What follows belongs to an exercise in optimizing a design on an open flow for small area, a short achievable clock period and few clock cycles; a production flow would make more cautious choices.
Where RTL was checked, it was by simulation tests only, not by an equivalence proof against the original.
Power is estimated from default activity; no workload was simulated.

==> flow/design.v <==
module inst_cache #(
  parameter int unsigned INC_BITS = 7
) (
  input  logic        clk,
  input  logic        rst,
  input  logic [15:0] instAddr,
  output logic        hit,
  output logic [15:0] instruction,
  output logic        memReq,
  output logic [15:0] memAddr,
  input  logic [15:0] memData,
  input  logic        memReady
);
  logic        act_q;       
  logic [15:0] memAddr_q;
  logic [15:0] same;        
  logic [3:0]  nibNe;       
  logic        notReady;    
  logic        loHit, hiSame;
  ic_xnor16 u_same (.a(memAddr_q), .b(instAddr), .y(same));
  ic_nand4  u_ne0  (.a(same[3:0]),   .y(nibNe[0]));
  ic_nand4  u_ne1  (.a(same[7:4]),   .y(nibNe[1]));
  ic_nand4  u_ne2  (.a(same[11:8]),  .y(nibNe[2]));
  ic_nand4  u_ne3  (.a(same[15:12]), .y(nibNe[3]));
  ic_nand2  u_nrdy (.a(act_q), .b(memReady), .y(notReady));
  ic_nor3   u_lo   (.a(nibNe[0]), .b(nibNe[1]), .c(notReady), .y(loHit));
  ic_nor2   u_hi   (.a(nibNe[2]), .b(nibNe[3]), .y(hiSame));
  ic_and2   u_hit  (.a(loHit), .b(hiSame), .y(hit));
  assign instruction = memData;
  assign memReq      = act_q;
  assign memAddr     = memAddr_q;
  always_ff @(posedge clk or posedge rst) begin
    if (rst) act_q <= 1'b0;
    else     act_q <= 1'b1;
  end
  always_ff @(posedge clk) begin
    memAddr_q <= {instAddr[15:INC_BITS], instAddr[INC_BITS-1:0] + INC_BITS'(hit)};
  end
endmodule
module ic_xnor16 (
  input  logic [15:0] a,
  input  logic [15:0] b,
  output logic [15:0] y
);
  assign y = ~(a ^ b);
endmodule
module ic_nand4 (
  input  logic [3:0] a,
  output logic       y
);
  assign y = ~&a;
endmodule
module ic_nand2 (
  input  logic a,
  input  logic b,
  output logic y
);
  assign y = ~(a & b);
endmodule
module ic_nor3 (
  input  logic a,
  input  logic b,
  input  logic c,
  output logic y
);
  assign y = ~(a | b | c);
endmodule
module ic_nor2 (
  input  logic a,
  input  logic b,
  output logic y
);
  assign y = ~(a | b);
endmodule
module ic_and2 (
  input  logic a,
  input  logic b,
  output logic y
);
  assign y = a & b;
endmodule
==> flow/config.mk <==
export PLATFORM = sky130hd
export DESIGN_NAME = inst_cache
export DESIGN_NICKNAME = inst_cache
export VERILOG_FILES = /design/flow/design.v
export SDC_FILE = /design/flow/constraint.sdc
export NUM_CORES = 4
export LEC_CHECK = 0
export CAP_MARGIN = 20
export CORE_AREA = 3 3 87 87
export CTS_BUF_LIST = sky130_fd_sc_hd__clkbuf_4
export DIE_AREA = 0 0 90 90
export SETUP_SLACK_MARGIN = 2.3
export SLEW_MARGIN = 20
export SYNTH_HIERARCHICAL = 1
export SYNTH_MINIMUM_KEEP_SIZE = 0
==> flow/constraint.sdc <==
create_clock -name core_clock -period 5.5 [get_ports {clk}]
set_input_delay 1.1000 -clock core_clock [delete_from_list [all_inputs] [get_ports {clk}]]
set_output_delay 1.1000 -clock core_clock [all_outputs]
set_load 0.01 [all_outputs]
standard.sh (not shown) runs the stock make flow with config.mk's settings and CLKGATE_MAP_FILE= SYNTH_SCRIPT=/design/flow/synth_recipe.tcl, a recipe that flattens the netlist after the stock synthesis.
==> flow/flow/run.sh <==
#!/bin/bash
# Standard ORFS layout, with the port buffers inserted as the smallest plain
# buffer (sky130_fd_sc_hd__buf_1) so the resizer can size them like any other
# buffer.  make's full output goes to flow_make.log; ORFS's per-step logs stay
# under orfs/logs.
set -euo pipefail
bash standard.sh "BUFFER_PORTS_ARGS=-buffer_cell sky130_fd_sc_hd__buf_1" finish > flow_make.log 2>&1
Edit:
==> flow/design.v (replaced) <==
module inst_cache #(
  parameter int unsigned INC_BITS = 3
) (
  input  logic        clk,
  input  logic        rst,
  input  logic [15:0] instAddr,
  output logic        hit,
  output logic [15:0] instruction,
  output logic        memReq,
  output logic [15:0] memAddr,
  input  logic [15:0] memData,
  input  logic        memReady
);
  logic [15:0] memAddr_q;
  logic [15:0] same;        
  logic [3:0]  nibNe;       
  logic        notReady;    
  logic        loHit, hiSame;
  ic_xnor16 u_same (.a(memAddr_q), .b(instAddr), .y(same));
  ic_nand4  u_ne0  (.a(same[3:0]),   .y(nibNe[0]));
  ic_nand4  u_ne1  (.a(same[7:4]),   .y(nibNe[1]));
  ic_nand4  u_ne2  (.a(same[11:8]),  .y(nibNe[2]));
  ic_nand4  u_ne3  (.a(same[15:12]), .y(nibNe[3]));
  ic_nrdy   u_nrdy (.rst(rst), .ready(memReady), .y(notReady));
  ic_nor3   u_lo   (.a(nibNe[0]), .b(nibNe[1]), .c(notReady), .y(loHit));
  ic_nor2   u_hi   (.a(nibNe[2]), .b(nibNe[3]), .y(hiSame));
  ic_and2   u_hit  (.a(loHit), .b(hiSame), .y(hit));
  assign instruction = memData;
  assign memReq      = !rst;
  assign memAddr     = memAddr_q;
  always_ff @(posedge clk) begin
    memAddr_q <= {instAddr[15:INC_BITS], instAddr[INC_BITS-1:0] + INC_BITS'(hit)};
  end
endmodule
module ic_xnor16 (
  input  logic [15:0] a,
  input  logic [15:0] b,
  output logic [15:0] y
);
  assign y = ~(a ^ b);
endmodule
module ic_nand4 (
  input  logic [3:0] a,
  output logic       y
);
  assign y = ~&a;
endmodule
module ic_nrdy (
  input  logic rst,
  input  logic ready,
  output logic y
);
  assign y = rst | ~ready;
endmodule
module ic_nor3 (
  input  logic a,
  input  logic b,
  input  logic c,
  output logic y
);
  assign y = ~(a | b | c);
endmodule
module ic_nor2 (
  input  logic a,
  input  logic b,
  output logic y
);
  assign y = ~(a | b);
endmodule
module ic_and2 (
  input  logic a,
  input  logic b,
  output logic y
);
  assign y = a & b;
endmodule
After rerunning: The new run passed the timing, design-rule and antenna checks; area after synthesis drops by 13%; fmax is higher by 1.6%; die area does not change; global-route usage is lower by 0.44 points; worst setup slack is better by 0.050 ns; final area falls by 13%; power drops by 10%; sequential share of layout area rises by 2.3 points; clock skew goes up by 0.0051 ns.
No functional check of the RTL was part of any run of this note.

========
Setup of maple:
inst_cache, a different RTL version from the one above (not shown whole).
For scale: about 62 cells after synthesis, about 680 µm² of cells after synthesis.
==> module inst_cache, before the edit <==
module inst_cache #(
  parameter int unsigned INC_BITS = 4
) (
  input  logic        clk,
  input  logic        rst,
  input  logic [15:0] instAddr,
  output logic        hit,
  output logic [15:0] instruction,
  output logic        memReq,
  output logic [15:0] memAddr,
  input  logic [15:0] memData,
  input  logic        memReady
);
  logic [15:0] memAddr_q;
  logic [15:0] same;        
  logic [3:0]  nibNe;       
  logic        notReady;    
  logic        loHit, hiSame;
  ic_xnor16 u_same (.a(memAddr_q), .b(instAddr), .y(same));
  ic_nand4  u_ne0  (.a(same[3:0]),   .y(nibNe[0]));
  ic_nand4  u_ne1  (.a(same[7:4]),   .y(nibNe[1]));
  ic_nand4  u_ne2  (.a(same[11:8]),  .y(nibNe[2]));
  ic_nand4  u_ne3  (.a(same[15:12]), .y(nibNe[3]));
  ic_nrdy   u_nrdy (.rst(rst), .ready(memReady), .y(notReady));
  ic_nor3   u_lo   (.a(nibNe[0]), .b(nibNe[1]), .c(notReady), .y(loHit));
  ic_nor2   u_hi   (.a(nibNe[2]), .b(nibNe[3]), .y(hiSame));
  ic_and2   u_hit  (.a(loHit), .b(hiSame), .y(hit));
  assign instruction = memData;
  assign memReq      = !rst;
  assign memAddr     = memAddr_q;
  always_ff @(posedge clk) begin
    memAddr_q <= {instAddr[15:INC_BITS], instAddr[INC_BITS-1:0] + INC_BITS'(hit)};
  end
endmodule
export LEC_CHECK = 0
export CAP_MARGIN = 20
export CORE_AREA = 3 3 87 87
export CTS_BUF_LIST = sky130_fd_sc_hd__clkbuf_4
export DIE_AREA = 0 0 90 90
export SETUP_SLACK_MARGIN = 2.3
export SLEW_MARGIN = 20
export SYNTH_HIERARCHICAL = 1
export SYNTH_MINIMUM_KEEP_SIZE = 0
create_clock -name core_clock -period 5.5 [get_ports {clk}]
Scripts as last shown in full above: flow/flow/run.sh
Testbench counts of maple, summed over its fixed seeds: cycles 34,909.
For willow, these inputs were changed with respect to maple:
--- a/flow/design.v
+++ b/flow/design.v
@@ -1,5 +1,5 @@
 module inst_cache #(
-  parameter int unsigned INC_BITS = 4
+  parameter int unsigned INC_BITS = 5
 ) (
   input  logic        clk,
   input  logic        rst,
--- outcome ---
Delta (willow minus maple): iteration count of the initial detailed-routing pass essentially unchanged, met3 routed wirelength increased about 120%, power share of the combinational group increased 0.2 points, share of layout cells above drive strength 1 increased 6.6 points, clock share of power increased 1.3 points.
willow and maple ended up with nearly the same insertion delay of the later-clocked pin in the worst-skew pair.
Cmp willow vs maple: routability-driven placement congestion ratio lower in willow
Utilization on willow is up relative to maple.
For willow, only the layout was checked, not whether the RTL still works.

========
Another version of the RTL of inst_cache (not shown whole).
For scale: roughly 66 cells after synthesis, ~16 flip-flops, ~69 I/O pins, ~720 sq um of cells after synthesis.
==> module inst_cache, before the edit <==
module inst_cache #(
  parameter int unsigned INC_BITS = 6
) (
  input  logic        clk,
  input  logic        rst,
  input  logic [15:0] instAddr,
  output logic        hit,
  output logic [15:0] instruction,
  output logic        memReq,
  output logic [15:0] memAddr,
  input  logic [15:0] memData,
  input  logic        memReady
);
  logic [15:0] memAddr_q;
  logic [15:0] same;        
  logic [3:0]  nibNe;       
  logic        notReady;    
  logic        loHit, hiSame;
  ic_xnor16 u_same (.a(memAddr_q), .b(instAddr), .y(same));
  ic_nand4  u_ne0  (.a(same[3:0]),   .y(nibNe[0]));
  ic_nand4  u_ne1  (.a(same[7:4]),   .y(nibNe[1]));
  ic_nand4  u_ne2  (.a(same[11:8]),  .y(nibNe[2]));
  ic_nand4  u_ne3  (.a(same[15:12]), .y(nibNe[3]));
  ic_nrdy   u_nrdy (.rst(rst), .ready(memReady), .y(notReady));
  ic_nor3   u_lo   (.a(nibNe[0]), .b(nibNe[1]), .c(notReady), .y(loHit));
  ic_nor2   u_hi   (.a(nibNe[2]), .b(nibNe[3]), .y(hiSame));
  ic_and2   u_hit  (.a(loHit), .b(hiSame), .y(hit));
  assign instruction = memData;
  assign memReq      = !rst;
  assign memAddr     = memAddr_q;
  always_ff @(posedge clk) begin
    memAddr_q <= {instAddr[15:INC_BITS], instAddr[INC_BITS-1:0] + INC_BITS'(hit)};
  end
endmodule
export LEC_CHECK = 0
export CAP_MARGIN = 20
export CORE_AREA = 3 3 87 87
export CTS_BUF_LIST = sky130_fd_sc_hd__clkbuf_4
export DIE_AREA = 0 0 90 90
export SLEW_MARGIN = 20
export SYNTH_HIERARCHICAL = 1
export SYNTH_MINIMUM_KEEP_SIZE = 0
create_clock -name core_clock -period 5.5 [get_ports {clk}]
Scripts as last shown in full above: flow/flow/run.sh
Testbench counts at the start, summed over its fixed seeds: cycles 33,817.
Change:
--- a/flow/design.v
+++ b/flow/design.v
@@ -1,7 +1,7 @@
 module inst_cache #(
-  parameter int unsigned INC_BITS = 6
+  parameter int unsigned INC_BITS = 4
 ) (
   input  logic        clk,
   input  logic        rst,
   input  logic [15:0] instAddr,
   output logic        hit,
Outcome: Design area shrinks by about 4.4%. Die area stays the same. Via count shrinks by about 10%. Worst hold slack improves by 32 ps. Worst setup slack improves by 140 ps. Global-route usage stays flat.
Testbench counts after the change, summed over its fixed seeds: cycles 34,909.

========
Another version of the RTL of inst_cache (not shown whole).
Size in the first run: roughly 66 cells after synthesis, ~69 I/O pins, roughly 720 um2 of cells after synthesis.
==> module inst_cache, before the edit <==
module inst_cache #(
  parameter int unsigned INC_BITS = 5
) (
  input  logic        clk,
  input  logic        rst,
  input  logic [15:0] instAddr,
  output logic        hit,
  output logic [15:0] instruction,
  output logic        memReq,
  output logic [15:0] memAddr,
  input  logic [15:0] memData,
  input  logic        memReady
);
  logic        act_q;       
  logic [15:0] memAddr_q;
  logic [15:0] same;        
  logic [3:0]  nibNe;       
  logic        notReady;    
  logic        loHit, hiSame;
  ic_xnor16 u_same (.a(memAddr_q), .b(instAddr), .y(same));
  ic_nand4  u_ne0  (.a(same[3:0]),   .y(nibNe[0]));
  ic_nand4  u_ne1  (.a(same[7:4]),   .y(nibNe[1]));
  ic_nand4  u_ne2  (.a(same[11:8]),  .y(nibNe[2]));
  ic_nand4  u_ne3  (.a(same[15:12]), .y(nibNe[3]));
  ic_nand2  u_nrdy (.a(act_q), .b(memReady), .y(notReady));
  ic_nor3   u_lo   (.a(nibNe[0]), .b(nibNe[1]), .c(notReady), .y(loHit));
  ic_nor2   u_hi   (.a(nibNe[2]), .b(nibNe[3]), .y(hiSame));
  ic_and2   u_hit  (.a(loHit), .b(hiSame), .y(hit));
  assign instruction = memData;
  assign memReq      = act_q;
  assign memAddr     = memAddr_q;
  always_ff @(posedge clk or posedge rst) begin
    if (rst) act_q <= 1'b0;
    else     act_q <= 1'b1;
  end
  always_ff @(posedge clk) begin
    memAddr_q <= {instAddr[15:INC_BITS], instAddr[INC_BITS-1:0] + INC_BITS'(hit)};
  end
endmodule
==> module ic_nand2, before the edit <==
module ic_nand2 (
  input  logic a,
  input  logic b,
  output logic y
);
  assign y = ~(a & b);
endmodule
Settings: LEC_CHECK=0, CAP_MARGIN=20, CORE_AREA=3 3 87 87, CTS_BUF_LIST=sky130_fd_sc_hd__clkbuf_4, DIE_AREA=0 0 90 90, SETUP_SLACK_MARGIN=2.3, SLEW_MARGIN=20, SYNTH_HIERARCHICAL=1, SYNTH_MINIMUM_KEEP_SIZE=0; clock period 5.5 ns.
Scripts as last shown in full above: flow/flow/run.sh
Edit:
--- a/flow/design.v
+++ b/flow/design.v
@@ -1,4 +1,4 @@
 module inst_cache #(
-  parameter int unsigned INC_BITS = 5
+  parameter int unsigned INC_BITS = 6
 ) (
   input  logic        clk,
@@ -12,5 +12,4 @@
   input  logic        memReady
 );
-  logic        act_q;       
   logic [15:0] memAddr_q;
   logic [15:0] same;        
@@ -23,15 +22,11 @@
   ic_nand4  u_ne2  (.a(same[11:8]),  .y(nibNe[2]));
   ic_nand4  u_ne3  (.a(same[15:12]), .y(nibNe[3]));
-  ic_nand2  u_nrdy (.a(act_q), .b(memReady), .y(notReady));
+  ic_nrdy   u_nrdy (.rst(rst), .ready(memReady), .y(notReady));
   ic_nor3   u_lo   (.a(nibNe[0]), .b(nibNe[1]), .c(notReady), .y(loHit));
   ic_nor2   u_hi   (.a(nibNe[2]), .b(nibNe[3]), .y(hiSame));
   ic_and2   u_hit  (.a(loHit), .b(hiSame), .y(hit));
   assign instruction = memData;
-  assign memReq      = act_q;
+  assign memReq      = !rst;
   assign memAddr     = memAddr_q;
-  always_ff @(posedge clk or posedge rst) begin
-    if (rst) act_q <= 1'b0;
-    else     act_q <= 1'b1;
-  end
   always_ff @(posedge clk) begin
     memAddr_q <= {instAddr[15:INC_BITS], instAddr[INC_BITS-1:0] + INC_BITS'(hit)};
@@ -51,10 +46,10 @@
   assign y = ~&a;
 endmodule
-module ic_nand2 (
-  input  logic a,
-  input  logic b,
+module ic_nrdy (
+  input  logic rst,
+  input  logic ready,
   output logic y
 );
-  assign y = ~(a & b);
+  assign y = rst | ~ready;
 endmodule
 module ic_nor3 (
Effect:
- clock power decreases by 15%
- total power is lower by 7.0%
- synthesized area is about the same
- critical path depth does not change
- routed wire length increases by 3.1%
- cell count goes down by 1.1%
- worst setup slack got worse by 0.011 ns
- non-clock buffer count falls by 1
- design area barely changes
- count of clock-buffer cells in the layout stays the same
- via count came out higher by about 1%
Testbench counts after the change, summed over its fixed seeds: cycles 33,817.
For the first run of this note, only the layout was checked, not whether the RTL still works.

-- re-timing with driven ports --
No port has a modelled driver above. Below, the same layouts with a new extraction and two added sets of constraints. Step 1 assumes that a clkbuf_16 drives the clock port and a buf_2 every other input. Step 2 adds t to the input delays and takes it off the output delays; t is the mean of the earliest and latest rising clock arrival at the registers after step 1. Input paths then give back, and output paths get back, about the clock's delay inside the block. Three values: ideal, step 1, step 2; two values: the first two.
run	shift t [ns]	setup WS [ns]	clock arrival spread, ns
the first run of note 1	0.312	2.394 / 2.361 / 2.361	0.001 / 0.002
the second run of note 1	0.305	2.443 / 2.416 / 2.416	0.007 / 0.007
maple	0.304	2.428 / 2.406 / 2.406	0.003 / 0.002
willow	0.309	2.410 / 2.388 / 2.388	0.005 / 0.005
the first run of note 3	0.299	2.236 / 2.207 / 2.207	0.008 / 0.008
the second run of note 3	0.304	2.381 / 2.361 / 2.361	0.003 / 0.002
the first run of note 4	0.314	2.399 / 2.374 / 2.374	0.016 / 0.016
the second run of note 4	0.298	2.388 / 2.362 / 2.362	0.005 / 0.005
After both steps every run listed still meets setup and hold. For the first run of note 1, which loses most, drivers alone change the setup slack by -0.033 ns; drivers and shift together by -0.033 ns.
